This design comes from an exercise in tuning for small area, a short achievable clock period and few clock cycles on the open sky130 flow, not from production work.
Where RTL was checked, it was by simulation tests only, not by an equivalence proof against the original.
Only the layout flow was run in runs 1 and 5; the RTL was not checked for function there.
No activity file was given, so power comes from the tool's default toggle rates.

## flow/flow/run.sh

```bash
#!/bin/bash
# Standard layout, with a plain buffer (buf_2) on every input and output port
# instead of the default port buffer cell, and a clock tree of clkbuf_8 leaves
# without dummy loads.
export BUFFER_PORTS_ARGS="-buffer_cell sky130_fd_sc_hd__buf_2"
export CTS_ARGS="-sink_clustering_enable -repair_clock_nets -dont_use_dummy_load -sink_clustering_size 20 -sink_clustering_max_diameter 60 -buf_list sky130_fd_sc_hd__clkbuf_8"
bash standard.sh > standard.log 2>&1
```

## flow/design.v

```verilog
`timescale 1ns / 1ps
`default_nettype none
package udm_pkg;
  localparam int unsigned WORD_W  = 32;
  localparam int unsigned SHIFT_W = 6;
endpackage
`default_nettype wire
`timescale 1ns / 1ps
`default_nettype none
import udm_pkg::*;
module unsigned_division_magic_number_core
(
  input  wire logic               clk_i,
  input  wire logic               rst_ni,
  input  wire logic               in_valid_i,
  output      logic               in_ready_o,
  input  wire logic [WORD_W-1:0]  in_divisor_i,
  output      logic               out_valid_o,
  input  wire logic               out_ready_i,
  output      logic [WORD_W-1:0]  out_magic_o,
  output      logic               out_add_needed_o,
  output      logic [SHIFT_W-1:0] out_shift_o,
  output      logic               out_is_power_of_two_o,
  output      logic               out_invalid_o
);
  logic st_idle_q, st_init_q, st_runa_q, st_runb_q, st_done_q, st_donef_q;
  logic [31:0] d_q;       
  logic [31:0] u_q;       
  logic [33:0] q2_q;      
  logic [5:0]  t_q;       
  logic [6:0]  k_q;       
  logic [31:0] nc_q;      
  logic [31:0] r1_q;      
  logic [30:0] q1_q;      
  logic        pow2_q;
  logic        inv_q;
  logic        start_in, start;
  logic [31:0] src;
  logic [31:0] sm;         
  logic [31:0] u_init;     
  logic [31:0] r_init;     
  logic [4:0]  msb;
  assign start_in = in_valid_i & (st_idle_q | (st_done_q & out_ready_i));
  assign start    = start_in | st_init_q;
  assign src      = st_init_q ? d_q : in_divisor_i;
  always_comb begin
    sm = src;
    for (int s = 1; s < 32; s = s * 2) begin
      for (int i = 0; i < 32; i++) begin
        if (i + s < 32) sm[i] = sm[i] | sm[i+s];
      end
    end
  end
  assign u_init = src & {1'b0, sm[31:1]};
  assign r_init = src & ~{1'b0, sm[31:1]};
  always_comb begin
    msb = '0;
    for (int i = 1; i < 32; i++) if (src[i]) msb = 5'(i);
  end
  logic [31:0] t_any, t_sev;
  logic        s_small, s_pow2, s_spec;
  always_comb begin
    t_any = d_q;
    t_sev = '0;
    for (int w = 16; w >= 1; w = w / 2) begin
      for (int i = 0; i < w; i++) begin
        t_sev[i] = t_sev[2*i] | t_sev[2*i+1] | (t_any[2*i] & t_any[2*i+1]);
        t_any[i] = t_any[2*i] | t_any[2*i+1];
      end
    end
  end
  assign s_small = (d_q[31:1] == '0);
  assign s_pow2  = ~t_sev[0];
  assign s_spec  = s_small | s_pow2;
  logic spec;
  assign spec = (d_q == 32'h8000_0001);
  logic [33:0] du;         
  logic        b;          
  logic [31:0] u_step;
  logic [33:0] d1;         
  logic        b1;
  logic [31:0] r1_step;
  logic        lt_hi, eq_hi, lt, eq, cont;
  logic        last_a;
  logic        shift_q2;
  assign du     = {1'b0, u_q, 1'b0} - {2'b00, d_q};
  assign b      = du[33];
  assign u_step = b ? {u_q[30:0], 1'b0} : du[31:0];
  assign d1      = {1'b0, r1_q, 1'b0} - {2'b00, nc_q};
  assign b1      = ~d1[33];
  assign r1_step = b1 ? d1[31:0] : {r1_q[30:0], 1'b0};
  assign lt_hi = (q1_q < u_q[31:1]);
  assign eq_hi = (q1_q == u_q[31:1]);
  assign lt    = lt_hi | (eq_hi & ~b1 & u_q[0]);
  assign eq    = eq_hi & (b1 == u_q[0]);
  assign cont  = (k_q < 7'd63) & (lt | (eq & spec));
  assign last_a = st_runa_q & (k_q == 7'd31);
  assign shift_q2 = st_runa_q | st_runb_q;
  always_ff @(posedge clk_i or negedge rst_ni) begin
    if (!rst_ni) begin
      st_idle_q  <= 1'b1;
      st_init_q  <= 1'b0;
      st_runa_q  <= 1'b0;
      st_runb_q  <= 1'b0;
      st_done_q  <= 1'b0;
      st_donef_q <= 1'b0;
    end else begin
      st_idle_q  <= (st_idle_q & ~in_valid_i) | (st_done_q & out_ready_i & ~in_valid_i);
      st_init_q  <= st_donef_q & out_ready_i;
      st_runa_q  <= start | (st_runa_q & (k_q != 7'd31) & ~s_spec);
      st_runb_q  <= (last_a & ~s_spec) | (st_runb_q & cont);
      st_done_q  <= (st_runa_q & s_spec) | (st_runb_q & ~cont) | (st_done_q & ~out_ready_i & ~in_valid_i);
      st_donef_q <= (st_done_q & ~out_ready_i & in_valid_i) | (st_donef_q & ~out_ready_i);
    end
  end
  always_ff @(posedge clk_i) begin
    if (st_idle_q || st_done_q) d_q <= in_divisor_i;
    if (start) u_q <= u_init;
    else       u_q <= u_step;
    if (start)         q2_q <= '0;
    else if (shift_q2) q2_q <= {q2_q[32:0], b};
    if (start)          t_q <= 6'd1;
    else if (st_runa_q && s_spec) t_q <= 6'd0;
    else if (shift_q2)  t_q <= q2_q[0] ? t_q + 6'd1 : 6'd1;
    if (start) begin
      k_q <= {2'b00, msb};
    end else if ((st_runa_q && k_q != 7'd31 && !s_spec) || st_runb_q) begin
      k_q <= k_q + 7'd1;
    end
    if (start)       nc_q <= src;
    else if (last_a) nc_q <= ~r1_step;
    if (start)       r1_q <= r_init;
    else if (last_a) r1_q <= {~spec, 31'd0};
    else             r1_q <= r1_step;
    if (last_a) q1_q <= {30'd0, spec};
    else        q1_q <= {q1_q[29:0], b1};
    if (st_runa_q) begin
      inv_q  <= s_small;
      pow2_q <= ~s_small & s_pow2;
    end
  end
  assign in_ready_o            = st_idle_q | st_done_q;
  assign out_valid_o           = st_done_q | st_donef_q;
  logic [31:0] flip;
  always_comb begin
    for (int i = 0; i < 32; i++) flip[i] = (t_q > 6'(i));
  end
  assign out_magic_o           = q2_q[32:1] ^ flip;
  assign out_add_needed_o      = q2_q[33] | (t_q > 6'd32);
  assign out_shift_o           = {k_q[6], k_q[4:0]};
  assign out_is_power_of_two_o = pow2_q;
  assign out_invalid_o         = inv_q;
endmodule
`default_nettype wire
```

## flow/standard.sh

```bash
#!/bin/bash
# synth_recipe.tcl (not shown) runs the flow's synth.tcl, then flattens the netlist and writes it again
# the make line also repeats each setting of config.mk as NAME=value (left out here)
make -C /OpenROAD-flow-scripts/flow DESIGN_CONFIG=/design/flow/config.mk WORK_HOME=/design/flow/orfs CLKGATE_MAP_FILE= SYNTH_SCRIPT=/design/flow/synth_recipe.tcl "${@:-finish}"
```

## flow/config.mk

```make
export PLATFORM = sky130hd
export DESIGN_NAME = unsigned_division_magic_number_core
export DESIGN_NICKNAME = unsigned_division_magic_number_core
export VERILOG_FILES = /design/flow/design.v
export SDC_FILE = /design/flow/constraint.sdc
export NUM_CORES = 4
export LEC_CHECK = 0
export ABC_AREA = 1
export CAP_MARGIN = 20
export CORE_MARGIN = 2
export CORE_UTILIZATION = 40
export PLACE_DENSITY = 0.6
export SETUP_SLACK_MARGIN = 4.3
export SLEW_MARGIN = 20
```

## flow/constraint.sdc

```tcl
create_clock -name core_clock -period 8.0 [get_ports {clk_i}]
set_input_delay 1.6000 -clock core_clock [delete_from_list [all_inputs] [get_ports {clk_i}]]
set_output_delay 1.6000 -clock core_clock [all_outputs]
set_load 0.01 [all_outputs]
```

==> impl_metrics.env, run 1 <==
export IMPL_p_per_area_nw_per_um2=430.1
export IMPL_cts_sinks=214
export IMPL_syn2layout_area_growth_pct=11.36
export IMPL_setup_tns_ns=0
export IMPL_n_antenna_cell=0
export IMPL_async_reset_ff_frac=0.02804
export IMPL_numPortBuffers=78
export IMPL_power_frac_seq=0.301
export IMPL_r2r_end="u_q[0]$_DFF_P_"
export IMPL_grt_pass1_wl_um=59220
export IMPL_wirelength_met1_um=18700
export IMPL_netlist_top_cells_area="dfxtp_1 20%, edfxtp_1 15%, nand2_1 11%"
export IMPL_path_max_fanout=5
export IMPL_final_cell_count_no_fill=2485
export IMPL_dp_hpwl_um=28800
export IMPL_drtIter0Drc=911
export IMPL_rr_worst_depth=28
export IMPL_nFillCells=3502
export IMPL_finalHoldViolCount=0
export IMPL_switchingPower_mw=3.198
export IMPL_max_freq_mhz=267.2
export IMPL_top_layer="met4"
export IMPL_core_area_um2=34460
export IMPL_wl_per_cell_um=15.01
export IMPL_slew_limit_headroom=0.3848
export IMPL_post_dp_cell_area_um2=14700
export IMPL_worst_slew_pin_transition_ns=0.9218
export IMPL_period_needed_ns=3.743
export IMPL_rsz0062_at_grt="yes"
export IMPL_peakVddDrop_uv=202.6
export IMPL_synth_top_cell_by_area="dfxtp_1"
export IMPL_finalCritPeriodShare=0.4679
export IMPL_power_share_switching=0.4780
export IMPL_synth_edf_count=71
export IMPL_clk_latency_ns=0.57
export IMPL_dp_slack_ns=2.702
export IMPL_drt_wl_total_um=37300
export IMPL_via_per_inst=5.058
export IMPL_r2r_slack_ns=4.58
export IMPL_crit_path_start_kind="primary input"
export IMPL_start_util=0.4054
export IMPL_yosysSeqAreaShare=0.3598
export IMPL_drc=0
export IMPL_netlist_area_um2=13970
export IMPL_critPathCaptureType="register"
export IMPL_critPathKind="in -> reg"
export IMPL_hp_start="q1_q[26]$_SDFF_PP0_"
export IMPL_worstHoldPathType="reg -> reg"
export IMPL_io_pin_count=79
export IMPL_drive_gt1_frac=0.1118
export IMPL_row_count=68
export IMPL_internal_power_mw=3.493
export IMPL_synth_ff_type="dfxtp_1"
export IMPL_ctsHoldBuffers=0
export IMPL_firstDrtPassIters=5
export IMPL_cts_tree="yes"
export IMPL_final_nets=2168
export IMPL_postLayoutCellArea_um2=15550
export IMPL_htreeDepth=1
export IMPL_grt_antenna_before_repair=0
export IMPL_cap_violations=0
export IMPL_first_global_vias=11660
export IMPL_comb_power_share=0.609
export IMPL_timing_rr_start="st_init_q$_DFF_PN0_"
export IMPL_timing_final_ws_setup_ns=4.257
export IMPL_vias=12570
export IMPL_die_area_um2=36430
export IMPL_clk_path_buf_depth=3
export IMPL_utilization=0.4514
export IMPL_status="no timing/DRC/antenna violations"
export IMPL_synth_cell_types=63
export IMPL_clock_power_share=0.091
export IMPL_grt_util_all_layers=0.2023
export IMPL_power_mw=6.691
export IMPL_synth_area_per_cell_um2=7.174
export IMPL_cp_arrival_ns=4.15
export IMPL_gp_congestion=0.9031
export IMPL_p_leak_nw=7.346
export IMPL_antenna_left=0
export IMPL_multi_input_area_um2=7620
export IMPL_clk_pin_slew_worst_paths_ns=0.05
export IMPL_grt_max_degree=72
export IMPL_seq_area_um2=5050
export IMPL_holdWs_ns=0.4351
export IMPL_hold_depth=2
export IMPL_yosys_warnings=1
export IMPL_synthCells=1947
export IMPL_place_inst=2427
export IMPL_finalSetupViolations=0
export IMPL_cts_root_buf="clkbuf_8"
export IMPL_dr_wl_met3_um=1743
export IMPL_cts_buffers=22
export IMPL_die_y_um=190.9
export IMPL_gr_total_overflow=0
export IMPL_fp_dieW_um=190.9
export IMPL_fin_worst_skew_ns=0.05042
export IMPL_ys_ff_latch=214
export IMPL_synth_fp_nets=2083
export IMPL_netlist_area_leader_share=0.1963
export IMPL_drv_slew=0
export IMPL_holdPathEnd="q1_q[27]$_SDFF_PP0_"
export IMPL_required_ns=8.40
export IMPL_wl_met2_um=15970
-- final cells by class --
| cell class | instances | share of cell area |
|---|---|---|
| Clock buffer | 22 | 0.01947 |
| Inverter | 322 | 0.08020 |
| Multi-Input combinational cell | 1351 | 0.4899 |
| Sequential cell | 214 | 0.3246 |
| Tap cell | 455 | 0.03660 |
| Timing Repair Buffer | 121 | 0.04923 |
-- registers in the layout, indices dropped and copies added (netlist names), 6 cells and up --
signal  cells
d_q        32
k_q         7
nc_q       32
q1_q       31
q2_q       34
r1_q       32
t_q         6
u_q        32
-- worst max-delay path by stage --
stage | from | endpoint | depth (start not counted)
2_1_floorplan | in_divisor_i[31] | u_q[0]$_DFF_P_ | 26
3_3_place_gp | out_ready_i | nc_q[1]$_DFFE_PP_ | 8
3_5_place_dp | out_ready_i | nc_q[1]$_DFFE_PP_ | 8
4_1_cts | in_divisor_i[31] | u_q[0]$_DFF_P_ | 27
5_1_grt | in_divisor_i[29] | u_q[0]$_DFF_P_ | 25
6_report | in_divisor_i[29] | u_q[0]$_DFF_P_ | 25
-- cell families after synthesis --
kind of cell,synth area share
buf+inv,0.1078
fa+ha+maj,0.09065
simple gates,0.2165
xor+xnor,0.04640
compound gates,0.1788
flops,0.3598
-- cells in the mapped netlist (all sizes together) (2+ instances only) --
cell type / number
a21o: 4
dfxtp: 137
nand4: 14
o31ai: 4
o32ai: 6
edfxtp: 71
a221oi: 4
inv: 321
a211oi: 3
o2111ai: 3
a21oi: 161
o221ai: 2
nand3: 45
o21bai: 10
a32o: 3
a31oi: 7
a2111oi: 2
nor3: 20
buf: 27
o211ai: 13
nor4: 9
fa: 2
ha: 98
clkbuf: 33
xnor2: 29
nand2: 412
or2: 10
o22ai: 18
and3: 2
nor3b: 2
o21a: 3
o21ai: 199
and2: 3
a21boi: 4
xor2: 45
nor2: 209
dfrtp: 5
-- repair_timing --
action	4_1_cts	5_1_grt
pin swaps	3	17
endpoints found under the setup margin	145	86
resized for setup	38	49
buffers inserted	5	30
hold endpoints to repair	0	0
-- cell usage in the layout (no fill, tap or decap), types with 14 or more instances in the layout --
cell type / instances
nand4_1: 14
buf_4: 38
clkbuf_8: 22
o22ai_1: 17
nor2_4: 14
dfxtp_1: 131
xor2_1: 45
ha_1: 96
inv_1: 301
xnor2_1: 29
nor3_1: 17
a21oi_1: 156
o21ai_0: 173
o21ai_1: 20
nand2_1: 408
edfxtp_1: 71
buf_2: 76
nor2_1: 188
nand3_1: 44
-- critical path, cell delays in order --
cell     delay [ns]
buf_2          0.12
o21ai_1        0.26
inv_1          0.12
nor2_4         0.11
inv_2          0.06
nor2_4         0.12
inv_2          0.06
nor2_4         0.11
inv_2          0.06
nor2_4         0.11
inv_2          0.07
nor2_4         0.12
inv_2          0.06
nor2_4         0.11
inv_2          0.05
nor2_4         0.14
nand2_4        0.08
nor2_4         0.14
inv_4          0.06
nor3_4         0.19
nand2_2        0.09
inv_2          0.08
nand2_4        0.05
nand3_4        0.07
o31ai_2        0.07
-- metal layers --
metal  GRT usage  up-vias
met5           0        -
met4     0.05158        0
met3     0.02742       45
met2      0.3142      280
met1      0.2942     5717
li1            -     6527
-- power groups by stage --
stage	clock network (mW)	registers [mW]	logic, mW
floorplan	0	1.89	3.07
global placement	0	2.02	3.85
detailed placement	0	2.02	3.93
CTS	0.634	2.00	3.98
global route	0.668	2.06	4.66
finish	0.606	2.01	4.07
==> inputs of run 2 (changes only) <==
--- a/flow/design.v
+++ b/flow/design.v
@@ -82,7 +82,7 @@
   logic [31:0] r1_step;
   logic        lt_hi, eq_hi, lt, eq, cont;
   logic        last_a;
-  logic        shift_q2;
+  logic        running, shift_q2;
   assign du     = {1'b0, u_q, 1'b0} - {2'b00, d_q};
   assign b      = du[33];
   assign u_step = b ? {u_q[30:0], 1'b0} : du[31:0];
@@ -95,6 +95,7 @@
   assign eq    = eq_hi & (b1 == u_q[0]);
   assign cont  = (k_q < 7'd63) & (lt | (eq & spec));
   assign last_a = st_runa_q & (k_q == 7'd31);
+  assign running  = st_runa_q | st_runb_q;
   assign shift_q2 = st_runa_q | st_runb_q;
   always_ff @(posedge clk_i or negedge rst_ni) begin
     if (!rst_ni) begin
@@ -115,8 +116,8 @@
   end
   always_ff @(posedge clk_i) begin
     if (st_idle_q || st_done_q) d_q <= in_divisor_i;
-    if (start) u_q <= u_init;
-    else       u_q <= u_step;
+    if (!running) u_q <= u_init;
+    else          u_q <= u_step;
     if (start)         q2_q <= '0;
     else if (shift_q2) q2_q <= {q2_q[32:0], b};
     if (start)          t_q <= 6'd1;
@@ -127,9 +128,9 @@
     end else if ((st_runa_q && k_q != 7'd31 && !s_spec) || st_runb_q) begin
       k_q <= k_q + 7'd1;
     end
-    if (start)       nc_q <= src;
+    if (!running)    nc_q <= src;
     else if (last_a) nc_q <= ~r1_step;
-    if (start)       r1_q <= r_init;
+    if (!running)    r1_q <= r_init;
     else if (last_a) r1_q <= {~spec, 31'd0};
     else             r1_q <= r1_step;
     if (last_a) q1_q <= {30'd0, spec};
==> flow/flow/run.sh (replaced) <==
#!/bin/bash
# Standard layout, with a plain buffer (buf_2) on every input and output port
# instead of the default port buffer cell, and a clock tree of clkbuf_8 leaves
# without dummy loads.
export BUFFER_PORTS_ARGS="-buffer_cell sky130_fd_sc_hd__buf_2"
export CTS_ARGS="-sink_clustering_enable -repair_clock_nets -dont_use_dummy_load -sink_clustering_size 16 -sink_clustering_max_diameter 50 -buf_list sky130_fd_sc_hd__clkbuf_8"
bash standard.sh > standard.log 2>&1
--- a/flow/config.mk
+++ b/flow/config.mk
@@ -12,3 +12,4 @@
 export PLACE_DENSITY = 0.6
 export SETUP_SLACK_MARGIN = 4.3
 export SLEW_MARGIN = 20
+export TNS_END_PERCENT = 10
==> run 2 against run 1 <==
Net effect: still clean; register-to-register slack lost 0.09 ns; cell area shrank 2.9%; cell count shrank 3.1%; area after synthesis shrank 1.3%; hold slack lost 0.048 ns; critical path type is now reg -> out.
==> impl_metrics.env, run 2 <==
export IMPL_status="no timing/DRC/antenna violations"
export IMPL_row_count=67
export IMPL_finalHoldViolCount=0
export IMPL_antenna_left=0
export IMPL_gr_total_overflow=0
export IMPL_synth_cell_types=61
export IMPL_synth_area_per_cell_um2=7.295
export IMPL_first_global_vias=12090
export IMPL_yosysSeqAreaShare=0.3647
export IMPL_utilization=0.4483
export IMPL_drv_slew=0
export IMPL_crit_path_start="t_q[3]$_SDFFE_PP0N_"
export IMPL_cts_tree="yes"
export IMPL_drc=0
export IMPL_synth_fp_nets=2025
export IMPL_ys_ff_latch=214
export IMPL_cts_buffers=26
export IMPL_max_freq_mhz=267.0
export IMPL_cap_violations=0
export IMPL_synth_top_cell_by_area="dfxtp_1"
export IMPL_netlist_area_um2=13780
export IMPL_grt_max_degree=65
export IMPL_crit_chain="nand2_1 > inv_2 > nor2_4 > nor2_2 > o21ai_1 > a21oi_1 > xor2_1 > buf_2"
export IMPL_critPathMaxStageDelay_ns=0.43
export IMPL_yosysMostFrequentCell="nand2_1"
export IMPL_netlist_area_leader_share=0.1990
export IMPL_rsz0062_at_grt="yes"
export IMPL_io_pin_count=79
export IMPL_cpMaxStageDelayCell="dfxtp_4"
export IMPL_drtIter0Drc=748
export IMPL_cts_sinks=214
export IMPL_cts_root_buf="clkbuf_8"
export IMPL_start_util=0.4089
export IMPL_cp_arrival_ns=2.15
export IMPL_synth_ff_type="dfxtp_1"
export IMPL_timing_rr_start="st_init_q$_DFF_PN0_"
export IMPL_r2r_slack_ns=4.49
export IMPL_firstDrtPassIters=7
export IMPL_async_reset_ff_frac=0.02804
export IMPL_layout_commonest_cell="nand2_1"
export IMPL_grt_antenna_before_repair=1
export IMPL_finalCritPeriodShare=0.4683
export IMPL_rr_worst_depth=24
export IMPL_worstHoldPathType="reg -> reg"
export IMPL_slew_limit_headroom=0.3731
export IMPL_regMostFlops="q2_q"
export IMPL_p_leak_nw=7.127
export IMPL_clk_pin_slew_worst_paths_ns=0.10
export IMPL_htreeDepth=1
export IMPL_finalSetupViolations=0
export IMPL_core_area_um2=33700
export IMPL_p_per_area_nw_per_um2=472.6
export IMPL_critPathCaptureType="primary output"
export IMPL_wl_per_cell_um=16.69
export IMPL_holdWs_ns=0.3871
export IMPL_die_area_um2=35950
export IMPL_critPathCapture="out_magic_o[29]"
export IMPL_vias=12190
export IMPL_final_cell_mix="403 x nand2_1, 295 x inv_1, 208 x nor2_1, 131 x dfxtp_1, 127 x a21oi_1"
export IMPL_syn2layout_area_growth_pct=9.633
export IMPL_path_max_fanout=10
export IMPL_clk_latency_ns=0.58
export IMPL_largest_reg_flops=34
export IMPL_fin_worst_skew_ns=0.07549
export IMPL_drt_wl_total_um=40210
export IMPL_via_per_inst=5.059
export IMPL_synthCells=1889
export IMPL_numPortBuffers=78
export IMPL_hold_depth=2
export IMPL_critPathKind="reg -> out"
export IMPL_synth_common_cells="405 x nand2_1, 300 x inv_1, 216 x nor2_1"
export IMPL_netlist_top_cells_area="dfxtp_1 20%, edfxtp_1 15%, nand2_1 11%"
export IMPL_yosys_warnings=1
export IMPL_peakVddDrop_uv=236.1
export IMPL_drive_gt1_frac=0.1113
export IMPL_r2r_end="u_q[0]$_DFF_P_"
export IMPL_die_y_um=189.6
export IMPL_setup_tns_ns=0
export IMPL_worst_slew_pin_transition_ns=0.9403
export IMPL_period_needed_ns=3.746
export IMPL_gp_congestion=0.9010
export IMPL_grt_util_all_layers=0.2240
export IMPL_dp_hpwl_um=31720
export IMPL_clk_path_buf_depth=3
export IMPL_grt_pass1_wl_um=63980
export IMPL_final_nets=2097
export IMPL_synth_edf_count=71
export IMPL_fp_dieW_um=189.6
export IMPL_required_ns=6.40
export IMPL_hp_start="q1_q[15]$_SDFF_PP0_"
export IMPL_crit_path_start_kind="register"
## run 2: changes by cell type after synthesis, sizes merged, moves of 6 or more
cell,change
a21oi,-29
a22oi,+6
clkbuf,-6
nand3,-11
nor2,+21
o21ai,-50
o21bai,-6
o221ai,+10
o22ai,+9
or2,-7
xnor2,+6
## run 2: metal layers
layer  GRT usage  share of wire  vias up
met5           0        0.00032        -
met4     0.07335          0.031        2
met3     0.03579          0.053       67
met2      0.3539           0.43      272
met1      0.3128           0.48     5576
li1            -              -     6271
## run 2: what timing repair did
item	4_1_cts	5_1_grt
hold buffers	0	0
pin swaps	3	0
gates resized for setup	30	20
buffers inserted	4	5
setup endpoints to repair	51	78
cloned	0	1
## run 2: critical path, delay by kind of cell (launching register included)
kind | cells | cell delay [ns]
AOI/OAI and AO/OA | 2 | 0.33
xor gates and xnor gates | 1 | 0.21
buffers and inverters | 2 | 0.29
DFF | 1 | 0.43
and+or+nand+nor | 3 | 0.34
## run 2: logic make-up after synthesis
logic type,count (synthesis),synth area share
buffers and inverters,378,0.1088
AOI/OAI and AO/OA,390,0.1662
muxes,1,0.0007264
DFF,214,0.3647
and+or+nand+nor,721,0.2137
xor gates and xnor gates,85,0.05402
adders and majority gates,100,0.09188
## run 2: power by group
group	leakage, nW	switching (mW)	total (mW)	internal [mW]
clock	0.187	0.386	0.673	0.286
sequential	1.89	0.353	2.08	1.73
combinational	5.05	2.79	4.39	1.60
total	7.13	3.53	7.14	3.61
## run 2: layout make-up
| type | count | area (um^2) |
|---|---|---|
| sequential | 214 | 5042 |
| timing repair inverter | 1 | 5.005 |
| antenna | 2 | 5.005 |
| multi-input combinational | 1297 | 7368 |
| clock buffer | 26 | 357.8 |
| inverter | 325 | 1234 |
| fill | 3498 | 18590 |
| timing repair buffer | 96 | 535.5 |
| tap | 448 | 560.5 |
## run 2: worst min path at each step
stage / endpoint
floorplan: q1_q[1]$_SDFF_PP0_
global placement: q1_q[24]$_SDFF_PP0_
detailed placement: q1_q[17]$_SDFF_PP0_
CTS: q1_q[16]$_SDFF_PP0_
global route: q1_q[16]$_SDFF_PP0_
finish: q1_q[16]$_SDFF_PP0_
## run 2: stage by stage
step	instance area (um^2)	total power [mW]	setup WS, ns	cells
4_1_cts	14990	7.114	4.227	2401
2_1_floorplan	13780	5.216	4.489	1889
6_report	15110	7.140	4.254	2409
3_3_place_gp	14530	6.351	3.827	2371
5_1_grt	15100	7.880	4.153	2407
3_5_place_dp	14540	6.388	3.837	2371
Testbench counts of run 2, summed over its fixed seeds: cycles 37,331.
==> inputs of run 3 (changes only) <==
--- a/flow/config.mk
+++ b/flow/config.mk
@@ -12,4 +12,3 @@
 export PLACE_DENSITY = 0.6
 export SETUP_SLACK_MARGIN = 4.3
 export SLEW_MARGIN = 20
-export TNS_END_PERCENT = 10
==> run 3 against run 2 <==
Net effect: still clean on timing, DRC and antenna; flip-flop and latch count is the same; die area is the same; combinational power grew 2%; hold slack is essentially flat; critical path type unchanged; critical endpoint unchanged; largest power group unchanged.
==> impl_metrics.env, run 3 <==
export IMPL_netlist_area_leader_share=0.1990
export IMPL_ys_ff_latch=214
export IMPL_gr_total_overflow=0
export IMPL_clock_power_share=0.093
export IMPL_clk_pin_slew_worst_paths_ns=0.09
export IMPL_fin_worst_skew_ns=0.07674
export IMPL_start_util=0.4089
export IMPL_synth_cell_types=61
export IMPL_firstDrtPassIters=5
export IMPL_cts_tree="yes"
export IMPL_synth_common_cells="405 x nand2_1, 300 x inv_1, 216 x nor2_1"
export IMPL_critPathCaptureType="primary output"
export IMPL_p_per_area_nw_per_um2=471.2
export IMPL_dp_slack_ns=3.837
export IMPL_numPortBuffers=78
export IMPL_grt_antenna_before_repair=1
export IMPL_drc=0
export IMPL_max_freq_mhz=277.9
export IMPL_cts_root_buf="clkbuf_8"
export IMPL_timing_final_ws_setup_ns=4.402
export IMPL_async_reset_ff_frac=0.02804
export IMPL_drv_slew=0
export IMPL_row_count=67
export IMPL_synthMuxAreaShare=0.0007263
export IMPL_yosys_area_share_simple=0.2137
export IMPL_period_needed_ns=3.598
export IMPL_nFillCells=3481
export IMPL_io_pin_count=79
export IMPL_worstHoldPathType="reg -> reg"
export IMPL_synth_fp_nets=2025
export IMPL_regMostFlops="q2_q"
export IMPL_yosysMostFrequentCell="nand2_1"
export IMPL_vias=12310
export IMPL_setup_tns_ns=0
export IMPL_synth_edf_count=71
export IMPL_dp_hpwl_um=31720
export IMPL_core_area_um2=33700
export IMPL_cap_violations=0
export IMPL_synth_xor_xnor_area_share=0.05402
export IMPL_crit_path_start_kind="register"
export IMPL_fp_dieW_um=189.6
export IMPL_peakVddDrop_uv=236.6
export IMPL_power_frac_seq=0.288
export IMPL_first_global_vias=12090
export IMPL_final_nets=2113
export IMPL_cp_arrival_ns=2.00
export IMPL_hold_depth=2
export IMPL_netlist_top_cells_area="dfxtp_1 20%, edfxtp_1 15%, nand2_1 11%"
export IMPL_rsz0062_at_grt="yes"
export IMPL_via_per_inst=5.077
export IMPL_grt_pass1_wl_um=64000
export IMPL_path_max_fanout=7
export IMPL_switchingPower_mw=3.557
export IMPL_synthCells=1889
export IMPL_slew_limit_headroom=0.3981
export IMPL_comb_power_share=0.619
export IMPL_drtIter0Drc=714
export IMPL_layout_commonest_cell="nand2_1"
export IMPL_required_ns=6.40
export IMPL_critPathKind="reg -> out"
export IMPL_utilization=0.4544
export IMPL_htreeDepth=1
export IMPL_syn2layout_area_growth_pct=11.13
export IMPL_synth_top_family_by_area="simple AND/OR/NAND/NOR gates"
export IMPL_cts_sinks=214
export IMPL_synth_area_per_cell_um2=7.295
export IMPL_finalHoldViolCount=0
export IMPL_finalSetupViolations=0
export IMPL_internal_power_mw=3.660
export IMPL_die_y_um=189.6
export IMPL_yosysSeqAreaShare=0.3647
export IMPL_synth_ff_type="dfxtp_1"
export IMPL_netlist_area_um2=13780
export IMPL_final_cell_mix="401 x nand2_1, 295 x inv_1, 203 x nor2_1, 131 x dfxtp_1, 126 x a21oi_1"
export IMPL_finalCritPeriodShare=0.4498
export IMPL_cts_buffers=26
export IMPL_clk_latency_ns=0.58
export IMPL_synth_top_cell_by_area="dfxtp_1"
export IMPL_grt_util_all_layers=0.2240
export IMPL_synthAdderAreaFrac=0.09188
export IMPL_power_share_switching=0.4929
export IMPL_clk_path_buf_depth=3
export IMPL_die_area_um2=35950
export IMPL_grt_max_degree=65
export IMPL_drive_gt1_frac=0.1235
export IMPL_synth_compound_area_share=0.1662
export IMPL_gp_congestion=0.9010
export IMPL_p_leak_nw=7.219
export IMPL_largest_reg_flops=34
export IMPL_wl_per_cell_um=16.70
export IMPL_worst_slew_pin_transition_ns=0.9029
export IMPL_postLayoutCellArea_um2=15310
export IMPL_post_dp_cell_area_um2=14540
export IMPL_rr_worst_depth=20
export IMPL_holdWs_ns=0.3876
export IMPL_drt_wl_total_um=40500
export IMPL_yosys_warnings=1
export IMPL_antenna_left=0
export IMPL_ctsHoldBuffers=0
export IMPL_status="no timing/DRC/antenna violations"
## run 3: logic make-up after synthesis
group	after synthesis
adder cells (fa/ha/maj)	100
XOR/XNOR	85
AO/OA/AOI/OAI	390
AND/OR/NAND/NOR	721
multiplexers	1
buffers and inverters	378
flip-flops	214
## run 3: routing by layer
metal / global-route usage / up-vias / routed length (um)
li1: - / 6308 / -
met1: 0.3127 / 5624 / 19120
met2: 0.3542 / 303 / 17560
met3: 0.03579 / 74 / 2474
met4: 0.07335 / 2 / 1331
met5: 0 / - / 13
## run 3: critical path, cell delays in order, from the launching register on
cell and delay [ns]:
dfxtp_4 0.39, nand2_1 0.11, inv_2 0.13, nor2_4 0.08, nor2_4 0.13, o21ai_2 0.08, a21oi_1 0.17, xor2_1 0.21
buf_2 0.16
## run 3: through the flow
step / std cells / total power [mW]
finish: 2425 / 7.217
global route: 2423 / 7.952
detailed placement: 2371 / 6.388
global placement: 2371 / 6.351
CTS: 2402 / 7.125
floorplan: 1889 / 5.216
## run 3: power groups by stage
stage / clock network, mW / registers [mW] / logic, mW
final: 0.670 / 2.08 / 4.47
after global routing: 0.726 / 2.13 / 5.10
after CTS: 0.685 / 2.07 / 4.37
after detailed placement: 0 / 2.08 / 4.30
after global placement: 0 / 2.08 / 4.27
after floorplan: 0 / 1.94 / 3.28
## run 3: cell type report
type	count	area (um^2)	area share
flip-flops and latches	214	5050	0.3297
diodes	2	5.005	0.0003268
repair inverters	1	5.005	0.0003268
well taps	448	560.5	0.03660
inverters	325	1239	0.08088
multi-input cells	1297	7435	0.4855
clock buffers	26	357.8	0.02337
repair buffers	112	663.1	0.04330
## run 3: path summary, 6_finish.rpt
check	from	endpoint	slack, ns
max in group asynchronous	rst_ni	st_idle_q$_DFF_PN1_	6.94
min reg2reg	q1_q[15]$_SDFF_PP0_	q1_q[16]$_SDFF_PP0_	0.39
max reg2reg	nc_q[2]$_DFFE_PP_	nc_q[31]$_DFFE_PP_	4.61
min	q1_q[15]$_SDFF_PP0_	q1_q[16]$_SDFF_PP0_	0.39
max	t_q[4]$_SDFFE_PP0N_	out_magic_o[29]	4.40
min in group asynchronous	rst_ni	st_runb_q$_DFF_PN0_	0.82
## run 3: repair_timing
| item | CTS | global route |
|---|---|---|
| resized for setup | 34 | 42 |
| endpoints found under the setup margin | 51 | 60 |
| setup buffers | 5 | 20 |
| gates cloned | 0 | 1 |
| pin swaps | 3 | 9 |
==> inputs of run 4 (changes only) <==
--- a/flow/config.mk
+++ b/flow/config.mk
@@ -10,5 +10,5 @@
 export CORE_MARGIN = 2
 export CORE_UTILIZATION = 40
 export PLACE_DENSITY = 0.6
-export SETUP_SLACK_MARGIN = 4.3
+export SETUP_SLACK_MARGIN = 4.5
 export SLEW_MARGIN = 20
==> run 4 against run 3 <==
Net effect: cell area grew 5.3%; routed wire length increased by 4.9%; clock power grew 6.0%; cell count is 1.8% higher; core utilization rose by 2.4 points.
==> impl_metrics.env, run 4 <==
export IMPL_cts_root_buf="clkbuf_8"
export IMPL_via_per_inst=5.124
export IMPL_syn2layout_area_growth_pct=17.04
export IMPL_hold_depth=2
export IMPL_synth_common_cells="405 x nand2_1, 300 x inv_1, 216 x nor2_1"
export IMPL_drtIter0Drc=789
export IMPL_hp_start="q1_q[29]$_SDFF_PP0_"
export IMPL_required_ns=6.40
export IMPL_finalHoldViolCount=0
export IMPL_r2r_slack_ns=4.68
export IMPL_switchingPower_mw=3.777
export IMPL_netlist_area_leader_share=0.1990
export IMPL_crit_top_cell="inv_6"
export IMPL_worst_slew_pin_transition_ns=0.8092
export IMPL_clk_pin_slew_worst_paths_ns=0.09
export IMPL_internal_power_mw=3.897
export IMPL_cts_sinks=214
export IMPL_drv_slew=0
export IMPL_final_nets=2157
export IMPL_critPathKind="reg -> out"
export IMPL_async_reset_ff_frac=0.02804
export IMPL_regMostFlops="q2_q"
export IMPL_final_cell_mix="387 x nand2_1, 286 x inv_1, 199 x nor2_1, 130 x dfxtp_1, 120 x a21oi_1"
export IMPL_cts_buffers=29
export IMPL_p_per_area_nw_per_um2=475.8
export IMPL_r2r_end="u_q[31]$_SDFF_PP0_"
export IMPL_die_area_um2=35950
export IMPL_netlist_area_um2=13780
export IMPL_postLayoutCellArea_um2=16130
export IMPL_layout_commonest_cell="nand2_1"
export IMPL_crit_chain="inv_6 > ha_4 > inv_6 > buf_6 > a311oi_2 > xor2_1 > buf_2"
export IMPL_clock_power_share=0.092
export IMPL_cpMaxStageDelayCell="dfxtp_4"
export IMPL_synthCells=1889
export IMPL_row_count=67
export IMPL_synth_cell_types=61
export IMPL_power_share_switching=0.4922
export IMPL_status="no timing/DRC/antenna violations"
export IMPL_path_depth=7
export IMPL_critPathCaptureType="primary output"
export IMPL_finalSetupViolations=0
export IMPL_drc=0
export IMPL_grt_pass1_wl_um=65790
export IMPL_max_freq_mhz=281.9
export IMPL_timing_final_ws_setup_ns=4.452
export IMPL_nFillCells=3422
export IMPL_crit_path_start_kind="register"
export IMPL_timing_rr_start="d_q[1]$_DFFE_PP_"
export IMPL_rsz0062_at_grt="yes"
export IMPL_core_area_um2=33700
export IMPL_peakVddDrop_uv=249.3
export IMPL_cap_violations=0
export IMPL_start_util=0.4089
export IMPL_ys_ff_latch=214
export IMPL_drt_wl_total_um=42490
export IMPL_utilization=0.4786
export IMPL_synth_fp_nets=2025
export IMPL_fin_worst_skew_ns=0.1038
export IMPL_first_global_vias=12190
export IMPL_cp_arrival_ns=1.95
export IMPL_worstHoldPathType="reg -> reg"
export IMPL_synth_edf_count=71
export IMPL_rr_worst_depth=24
export IMPL_finalCritPeriodShare=0.4434
export IMPL_dp_slack_ns=3.936
export IMPL_ctsHoldBuffers=0
export IMPL_netlist_top_cells_area="dfxtp_1 20%, edfxtp_1 15%, nand2_1 11%"
export IMPL_dp_hpwl_um=32030
export IMPL_die_y_um=189.6
export IMPL_synth_ff_type="dfxtp_1"
export IMPL_numPortBuffers=78
export IMPL_firstDrtPassIters=5
export IMPL_yosysMostFrequentCell="nand2_1"
export IMPL_io_pin_count=79
export IMPL_p_leak_nw=7.537
export IMPL_setup_tns_ns=0
export IMPL_cp_top_family="flip-flops"
export IMPL_gr_total_overflow=0
export IMPL_grt_max_degree=65
export IMPL_yosysSeqAreaShare=0.3647
export IMPL_holdPathEnd="q1_q[30]$_SDFF_PP0_"
export IMPL_critPathMaxStageDelay_ns=0.38
export IMPL_gp_congestion=0.9157
export IMPL_grt_antenna_before_repair=3
export IMPL_path_max_fanout=4
export IMPL_htreeDepth=1
export IMPL_wl_per_cell_um=17.22
export IMPL_worst_path_buf_inv=4
export IMPL_power_frac_seq=0.271
export IMPL_period_needed_ns=3.548
export IMPL_fp_dieW_um=189.6
export IMPL_clk_path_buf_depth=3
export IMPL_drive_gt1_frac=0.1714
export IMPL_slew_limit_headroom=0.4548
export IMPL_clk_latency_ns=0.61
export IMPL_grt_util_all_layers=0.2321
export IMPL_largest_reg_flops=34
export IMPL_post_dp_cell_area_um2=14540
export IMPL_comb_power_share=0.636
export IMPL_vias=12650
export IMPL_antenna_left=0
export IMPL_yosys_warnings=1
export IMPL_synth_area_per_cell_um2=7.295
export IMPL_cts_tree="yes"
export IMPL_synth_top_cell_by_area="dfxtp_1"
-- run 4: cell counts after synthesis --
Identical to the previous run, type by type.
-- run 4: layout make-up --
type,instances,area (um^2),share of cell area
Multi-Input combinational cell,1298,7774,0.4820
Sequential cell,214,5051,0.3132
Inverter,325,1259,0.07804
Timing Repair Buffer,152,1079,0.06687
Tap cell,448,560.5,0.03475
Clock buffer,29,399.1,0.02475
Timing Repair inverter,1,5.005,0.0003103
Antenna cell,1,2.502,0.0001551
-- run 4: power groups by stage --
stage               clock network (mW)  logic, mW  registers (mW)
global route                     0.773       5.50            2.12
global placement                     0       4.31            2.08
CTS                              0.728       4.59            2.06
finish                           0.710       4.88            2.08
detailed placement                   0       4.35            2.08
floorplan                            0       3.28            1.94
-- run 4: how the worst max path moves through the flow --
stage | from | end | slack [ns]
final | t_q[0]$_SDFFE_PN1P_ | out_magic_o[5] | 4.45
after global routing | t_q[2]$_SDFFE_PP0N_ | out_magic_o[26] | 4.34
after CTS | t_q[1]$_SDFFE_PP0N_ | out_magic_o[10] | 4.42
after detailed placement | in_divisor_i[3] | k_q[0]$_DFFE_PP_ | 3.94
after global placement | in_divisor_i[3] | k_q[0]$_DFFE_PP_ | 3.90
after floorplan | in_divisor_i[30] | u_q[2]$_DFF_P_ | 4.49
-- run 4: per-layer routing --
metal	vias to the layer above	part of all wire	GRT usage
met5	-	0.00056	0
met4	4	0.022	0.05605
met3	70	0.074	0.04722
met2	370	0.44	0.3767
met1	5827	0.46	0.3172
li1	6376	-	-
-- run 4: kinds of logic (layout without fill, tap and decap cells) --
kind of cell               Yosys count  in the layout  synth area share
and+or+nand+nor                    721            722            0.2137
AOI/OAI and AO/OA                  390            390            0.1662
buffers and inverters              378            507            0.1088
DFF                                214            214            0.3647
adders and majority gates          100            100           0.09188
xor gates and xnor gates            85             85           0.05402
muxes                                1              1         0.0007264
other                                0              1                 0
-- run 4: tightest hold or removal path, delay by kind of cell (launching register included) --
kind	cells	cell delay (ns)
DFF	1	0.32
buffers and inverters	1	0.03
and+or+nand+nor	1	0.06
-- run 4: metrics by stage --
step	power, mW	hold slack (ns)	std cells
floorplan	5.216	0.4133	1889
global placement	6.396	0.4219	2370
detailed placement	6.433	0.4288	2370
CTS	7.380	0.4062	2427
global route	8.394	0.4195	2467
finish	7.674	0.3951	2468
-- run 4: timing repair --
item	in CTS	in global routing
gates resized for setup	90	92
setup buffers	27	38
setup endpoints to repair	91	111
gates cloned	1	2
pin swaps	19	45
==> inputs of run 5 (changes only) <==
--- a/flow/design.v
+++ b/flow/design.v
@@ -28,18 +28,20 @@
   logic [31:0] u_q;       
   logic [33:0] q2_q;      
   logic [5:0]  t_q;       
+  logic [5:0]  tp_q;      
   logic [6:0]  k_q;       
   logic [31:0] nc_q;      
   logic [31:0] r1_q;      
   logic [30:0] q1_q;      
   logic        pow2_q;
   logic        inv_q;
-  logic        start_in, start;
+  logic        accept, start_in, start;
   logic [31:0] src;
   logic [31:0] sm;         
   logic [31:0] u_init;     
   logic [31:0] r_init;     
   logic [4:0]  msb;
+  assign accept   = in_valid_i & (st_idle_q | st_done_q);
   assign start_in = in_valid_i & (st_idle_q | (st_done_q & out_ready_i));
   assign start    = start_in | st_init_q;
   assign src      = st_init_q ? d_q : in_divisor_i;
@@ -82,7 +84,7 @@
   logic [31:0] r1_step;
   logic        lt_hi, eq_hi, lt, eq, cont;
   logic        last_a;
-  logic        running, shift_q2;
+  logic        shift_q2;
   assign du     = {1'b0, u_q, 1'b0} - {2'b00, d_q};
   assign b      = du[33];
   assign u_step = b ? {u_q[30:0], 1'b0} : du[31:0];
@@ -94,9 +96,8 @@
   assign lt    = lt_hi | (eq_hi & ~b1 & u_q[0]);
   assign eq    = eq_hi & (b1 == u_q[0]);
   assign cont  = (k_q < 7'd63) & (lt | (eq & spec));
-  assign last_a = st_runa_q & (k_q == 7'd31);
-  assign running  = st_runa_q | st_runb_q;
-  assign shift_q2 = st_runa_q | st_runb_q;
+  assign last_a = st_runa_q & (k_q == 7'd31) & ~s_spec;
+  assign shift_q2 = (st_runa_q & ~s_spec) | st_runb_q;
   always_ff @(posedge clk_i or negedge rst_ni) begin
     if (!rst_ni) begin
       st_idle_q  <= 1'b1;
@@ -109,28 +110,31 @@
       st_idle_q  <= (st_idle_q & ~in_valid_i) | (st_done_q & out_ready_i & ~in_valid_i);
       st_init_q  <= st_donef_q & out_ready_i;
       st_runa_q  <= start | (st_runa_q & (k_q != 7'd31) & ~s_spec);
-      st_runb_q  <= (last_a & ~s_spec) | (st_runb_q & cont);
+      st_runb_q  <= last_a | (st_runb_q & cont);
       st_done_q  <= (st_runa_q & s_spec) | (st_runb_q & ~cont) | (st_done_q & ~out_ready_i & ~in_valid_i);
       st_donef_q <= (st_done_q & ~out_ready_i & in_valid_i) | (st_donef_q & ~out_ready_i);
     end
   end
   always_ff @(posedge clk_i) begin
-    if (st_idle_q || st_done_q) d_q <= in_divisor_i;
-    if (!running) u_q <= u_init;
-    else          u_q <= u_step;
-    if (start)         q2_q <= '0;
-    else if (shift_q2) q2_q <= {q2_q[32:0], b};
-    if (start)          t_q <= 6'd1;
-    else if (st_runa_q && s_spec) t_q <= 6'd0;
-    else if (shift_q2)  t_q <= q2_q[0] ? t_q + 6'd1 : 6'd1;
+    if (accept) d_q <= in_divisor_i;
+    if (start) u_q <= u_init;
+    else       u_q <= u_step;
+    if (start) begin
+      q2_q <= '0;
+      t_q  <= '0;
+    end else if (shift_q2) begin
+      q2_q <= {q2_q[32:0], b};
+      t_q  <= b ? t_q + 6'd1 : 6'd0;
+      tp_q <= t_q;
+    end
     if (start) begin
       k_q <= {2'b00, msb};
     end else if ((st_runa_q && k_q != 7'd31 && !s_spec) || st_runb_q) begin
       k_q <= k_q + 7'd1;
     end
-    if (!running)    nc_q <= src;
+    if (start)       nc_q <= src;
     else if (last_a) nc_q <= ~r1_step;
-    if (!running)    r1_q <= r_init;
+    if (start)       r1_q <= r_init;
     else if (last_a) r1_q <= {~spec, 31'd0};
     else             r1_q <= r1_step;
     if (last_a) q1_q <= {30'd0, spec};
@@ -142,12 +146,14 @@
   end
   assign in_ready_o            = st_idle_q | st_done_q;
   assign out_valid_o           = st_done_q | st_donef_q;
+  logic        gen;
   logic [31:0] flip;
+  assign gen = ~pow2_q & ~inv_q;
   always_comb begin
-    for (int i = 0; i < 32; i++) flip[i] = (t_q > 6'(i));
+    for (int i = 0; i < 32; i++) flip[i] = gen & (tp_q >= 6'(i));
   end
   assign out_magic_o           = q2_q[32:1] ^ flip;
-  assign out_add_needed_o      = q2_q[33] | (t_q > 6'd32);
+  assign out_add_needed_o      = gen & (q2_q[33] | (tp_q >= 6'd32));
   assign out_shift_o           = {k_q[6], k_q[4:0]};
   assign out_is_power_of_two_o = pow2_q;
   assign out_invalid_o         = inv_q;
==> flow/flow/run.sh (replaced) <==
#!/bin/bash
# Standard layout, with a plain buffer (buf_2) on every input and output port
# instead of the default port buffer cell.
export BUFFER_PORTS_ARGS="-buffer_cell sky130_fd_sc_hd__buf_2"
bash standard.sh > standard.log 2>&1
--- a/flow/config.mk
+++ b/flow/config.mk
@@ -10,5 +10,5 @@
 export CORE_MARGIN = 2
 export CORE_UTILIZATION = 40
 export PLACE_DENSITY = 0.6
-export SETUP_SLACK_MARGIN = 4.5
+export SETUP_SLACK_MARGIN = 4.3
 export SLEW_MARGIN = 20
==> run 5 against run 4 <==
Net effect: flip-flop and latch count increased by 6; via count grew 2.4%; die area grew 1.3%; sequential share of layout area rose by 0.67 points; total power down 0.27%; cell count increased by 0.85%; non-clock buffer count fell by 13; synthesized cell count is 0.64% higher; clock-buffer cell count rose by 12; sequential power down 2%; critical path depth shrank 1; largest cell class unchanged.
==> impl_metrics.env, run 5 <==
export IMPL_gr_total_overflow=0
export IMPL_cts_sinks=220
export IMPL_cts_tree="yes"
export IMPL_clk_latency_ns=0.54
export IMPL_power_share_switching=0.4558
export IMPL_yosysMostFrequentCell="nand2_1"
export IMPL_worst_slew_pin_transition_ns=0.9509
export IMPL_drtIter0Drc=901
export IMPL_p_leak_nw=7.555
export IMPL_slew_limit_headroom=0.3602
export IMPL_firstDrtPassIters=6
export IMPL_core_area_um2=34460
export IMPL_synth_top_family_by_area="simple AND/OR/NAND/NOR gates"
export IMPL_start_util=0.4054
export IMPL_dp_slack_ns=3.280
export IMPL_htreeDepth=1
export IMPL_syn2layout_area_growth_pct=16.53
export IMPL_timing_rr_start="d_q[26]$_DFFE_PP_"
export IMPL_dr_wl_met3_um=2370
export IMPL_finalHoldViolCount=0
export IMPL_cap_violations=0
export IMPL_synth_ff_type="dfxtp_1"
export IMPL_max_freq_mhz=272.9
export IMPL_clk_pin_slew_worst_paths_ns=0.06
export IMPL_synthMuxAreaShare=0
export IMPL_synth_xor_xnor_area_share=0.05204
export IMPL_drive_gt1_frac=0.1363
export IMPL_postLayoutCellArea_um2=16280
export IMPL_multi_input_area_um2=7615
export IMPL_dp_hpwl_um=29860
export IMPL_crit_path_start="tp_q[3]$_DFFE_PP_"
export IMPL_period_needed_ns=3.664
export IMPL_die_y_um=190.9
export IMPL_numPortBuffers=78
export IMPL_netlist_area_um2=13970
export IMPL_drc=0
export IMPL_path_max_fanout=4
export IMPL_grt_pass1_wl_um=61780
export IMPL_p_per_area_nw_per_um2=470.1
export IMPL_synth_fp_nets=2034
export IMPL_die_area_um2=36440
export IMPL_synth_common_cells="367 x nand2_1, 263 x inv_1, 238 x nor2_1"
export IMPL_final_cell_count_no_fill=2489
export IMPL_cts_buffers=27
export IMPL_clk_path_buf_depth=3
export IMPL_status="no timing/DRC/antenna violations"
export IMPL_nFillCells=3501
export IMPL_drt_wl_total_um=40340
export IMPL_timing_final_ws_setup_ns=4.336
export IMPL_grt_antenna_before_repair=1
export IMPL_wl_per_cell_um=16.21
export IMPL_clock_power_share=0.156
export IMPL_finalCritPeriodShare=0.4580
export IMPL_wl_met2_um=19190
export IMPL_synth_cell_types=57
export IMPL_critPathCaptureType="primary output"
export IMPL_seq_area_um2=5207
export IMPL_cts_root_buf="clkbuf_16"
export IMPL_final_nets=2145
export IMPL_netlist_top_cells_area="dfxtp_1 20%, edfxtp_1 17%, nand2_1 9.9%"
export IMPL_place_inst=2383
export IMPL_internal_power_mw=4.165
export IMPL_synth_edf_count=77
export IMPL_async_reset_ff_frac=0.02727
export IMPL_cp_arrival_ns=2.06
export IMPL_power_mw=7.653
export IMPL_grt_util_all_layers=0.2132
export IMPL_required_ns=6.40
export IMPL_io_pin_count=79
export IMPL_crit_path_start_kind="register"
export IMPL_ys_ff_latch=220
export IMPL_yosys_warnings=1
export IMPL_fin_worst_skew_ns=0.01316
export IMPL_antenna_left=0
export IMPL_comb_power_share=0.577
export IMPL_grt_max_degree=85
export IMPL_post_dp_cell_area_um2=14720
export IMPL_utilization=0.4724
export IMPL_vias=12950
export IMPL_switchingPower_mw=3.489
export IMPL_gp_congestion=0.9245
export IMPL_row_count=68
export IMPL_final_cell_mix="362 x nand2_1, 253 x inv_1, 228 x nor2_1, 177 x o21ai_0, 137 x dfxtp_1"
export IMPL_synthAdderAreaFrac=0.08795
export IMPL_yosys_area_share_simple=0.2110
export IMPL_largest_reg_flops=34
export IMPL_via_per_inst=5.204
export IMPL_fp_dieW_um=190.9
export IMPL_finalSetupViolations=0
export IMPL_rsz0062_at_grt="yes"
export IMPL_layout_commonest_cell="nand2_1"
export IMPL_worstHoldPathType="reg -> reg"
export IMPL_first_global_vias=12200
export IMPL_netlist_area_leader_share=0.1963
export IMPL_yosysSeqAreaShare=0.3727
export IMPL_power_frac_seq=0.267
export IMPL_peakVddDrop_uv=250.9
export IMPL_drv_slew=0
export IMPL_regMostFlops="q2_q"
export IMPL_synth_compound_area_share=0.1777
export IMPL_holdWs_ns=0.4294
export IMPL_hp_start="q1_q[7]$_SDFF_PP0_"
export IMPL_synth_top_cell_by_area="dfxtp_1"
export IMPL_setup_tns_ns=0
export IMPL_synth_area_per_cell_um2=7.349
export IMPL_wirelength_met1_um=17700
export IMPL_critPathKind="reg -> out"
export IMPL_top_layer="met4"
export IMPL_synthCells=1901
[run 5: cell count changes in the layout (fill, tap and decap cells not counted), moves of 24 or more]
cell,before,now
clkbuf_16,1,28
clkbuf_8,29,5
inv_1,286,253
nand2_1,387,362
nor2_1,199,228
o21ai_0,95,177
[run 5: cell families (layout without fill, tap and decap cells)]
kind of cell	after synthesis	in the layout
DFF	220	220
xor gates and xnor gates	83	83
and+or+nand+nor	714	715
AOI/OAI and AO/OA	441	441
adders and majority gates	97	97
buffers and inverters	346	477
other	0	1
[run 5: worst paths after layout]
check | endpoint | slack (ns) | cells past startpoint
setup / recovery | out_magic_o[23] | 4.34 | 6
hold / removal | q1_q[8]$_SDFF_PP0_ | 0.43 | 2
setup reg to reg | nc_q[31]$_DFFE_PP_ | 4.49 | 11
hold reg to reg | q1_q[8]$_SDFF_PP0_ | 0.43 | 2
max in group asynchronous | st_idle_q$_DFF_PN1_ | 6.90 | 1
min in group asynchronous | st_done_q$_DFF_PN0_ | 0.87 | 1
[run 5: area by class of cell]
| cell class | instances | area share |
|---|---|---|
| Clock inverter | 9 | 0.004688 |
| Inverter | 288 | 0.06779 |
| Sequential cell | 220 | 0.3199 |
| Tap cell | 455 | 0.03497 |
| Antenna cell | 1 | 0.0001537 |
| Multi-Input combinational cell | 1336 | 0.4678 |
| Clock buffer | 41 | 0.04781 |
| Timing Repair Buffer | 139 | 0.05695 |
[run 5: metal layers]
layer / up-vias / GRT usage
met1: 6020 / 0.2781
met5: - / 0
li1: 6490 / -
met2: 376 / 0.3672
met4: 0 / 0.06440
met3: 66 / 0.02632
[run 5: repair_timing]
item,4_1_cts,5_1_grt
buffers inserted,11,41
setup endpoints to repair,134,133
pin swaps,3,32
hold buffers,0,0
cloned,0,2
gates resized for setup,18,65
[run 5: worst max-delay path, stage by stage (launching register included)]
cell      delay [ns]
edfxtp_1        0.45
buf_4           0.18
nor2_1          0.16
nand2_2         0.11
o31ai_4         0.23
xor2_1          0.23
buf_2           0.17
[run 5: power groups by stage]
stage	Sequential [mW]	Combinational, mW	Clock, mW
final	2.04	4.41	1.19
after CTS	2.05	4.18	1.21
after floorplan	1.94	3.13	0
after global placement	2.06	4.03	0
after detailed placement	2.07	4.09	0
after global routing	2.09	5.03	1.26

## separate check: timing with driven ports
The flow's constraints put no driver on any port. The routed layouts listed below were extracted and timed again, unchanged, in two steps. Step 1 assumes that a clkbuf_16 drives the clock port and a buf_2 every other input. Step 2, shift: input delay + t, output delay - t, t = (earliest + latest rising clock arrival at the registers) / 2. This alone moves slack from input paths to output paths. Three values: ideal, step 1, step 2; two values: the first two.
run | shift t [ns] | slack for setup (ns) | worst register clock-pin slew, ns
run 1 | 0.599 | 4.257 / 4.277 / 3.678 | 0.12 / 0.12
run 2 | 0.588 | 4.254 / 4.209 / 3.774 | 0.10 / 0.10
run 3 | 0.586 | 4.402 / 4.357 / 3.933 | 0.10 / 0.10
run 4 | 0.609 | 4.452 / 4.405 / 3.969 | 0.10 / 0.10
run 5 | 0.581 | 4.336 / 4.289 / 3.823 | 0.06 / 0.06
After both steps setup and hold are still met in every run listed. The setup slack of run 1, which loses most, moves by +0.020 ns with the drivers and by -0.579 ns with both steps.
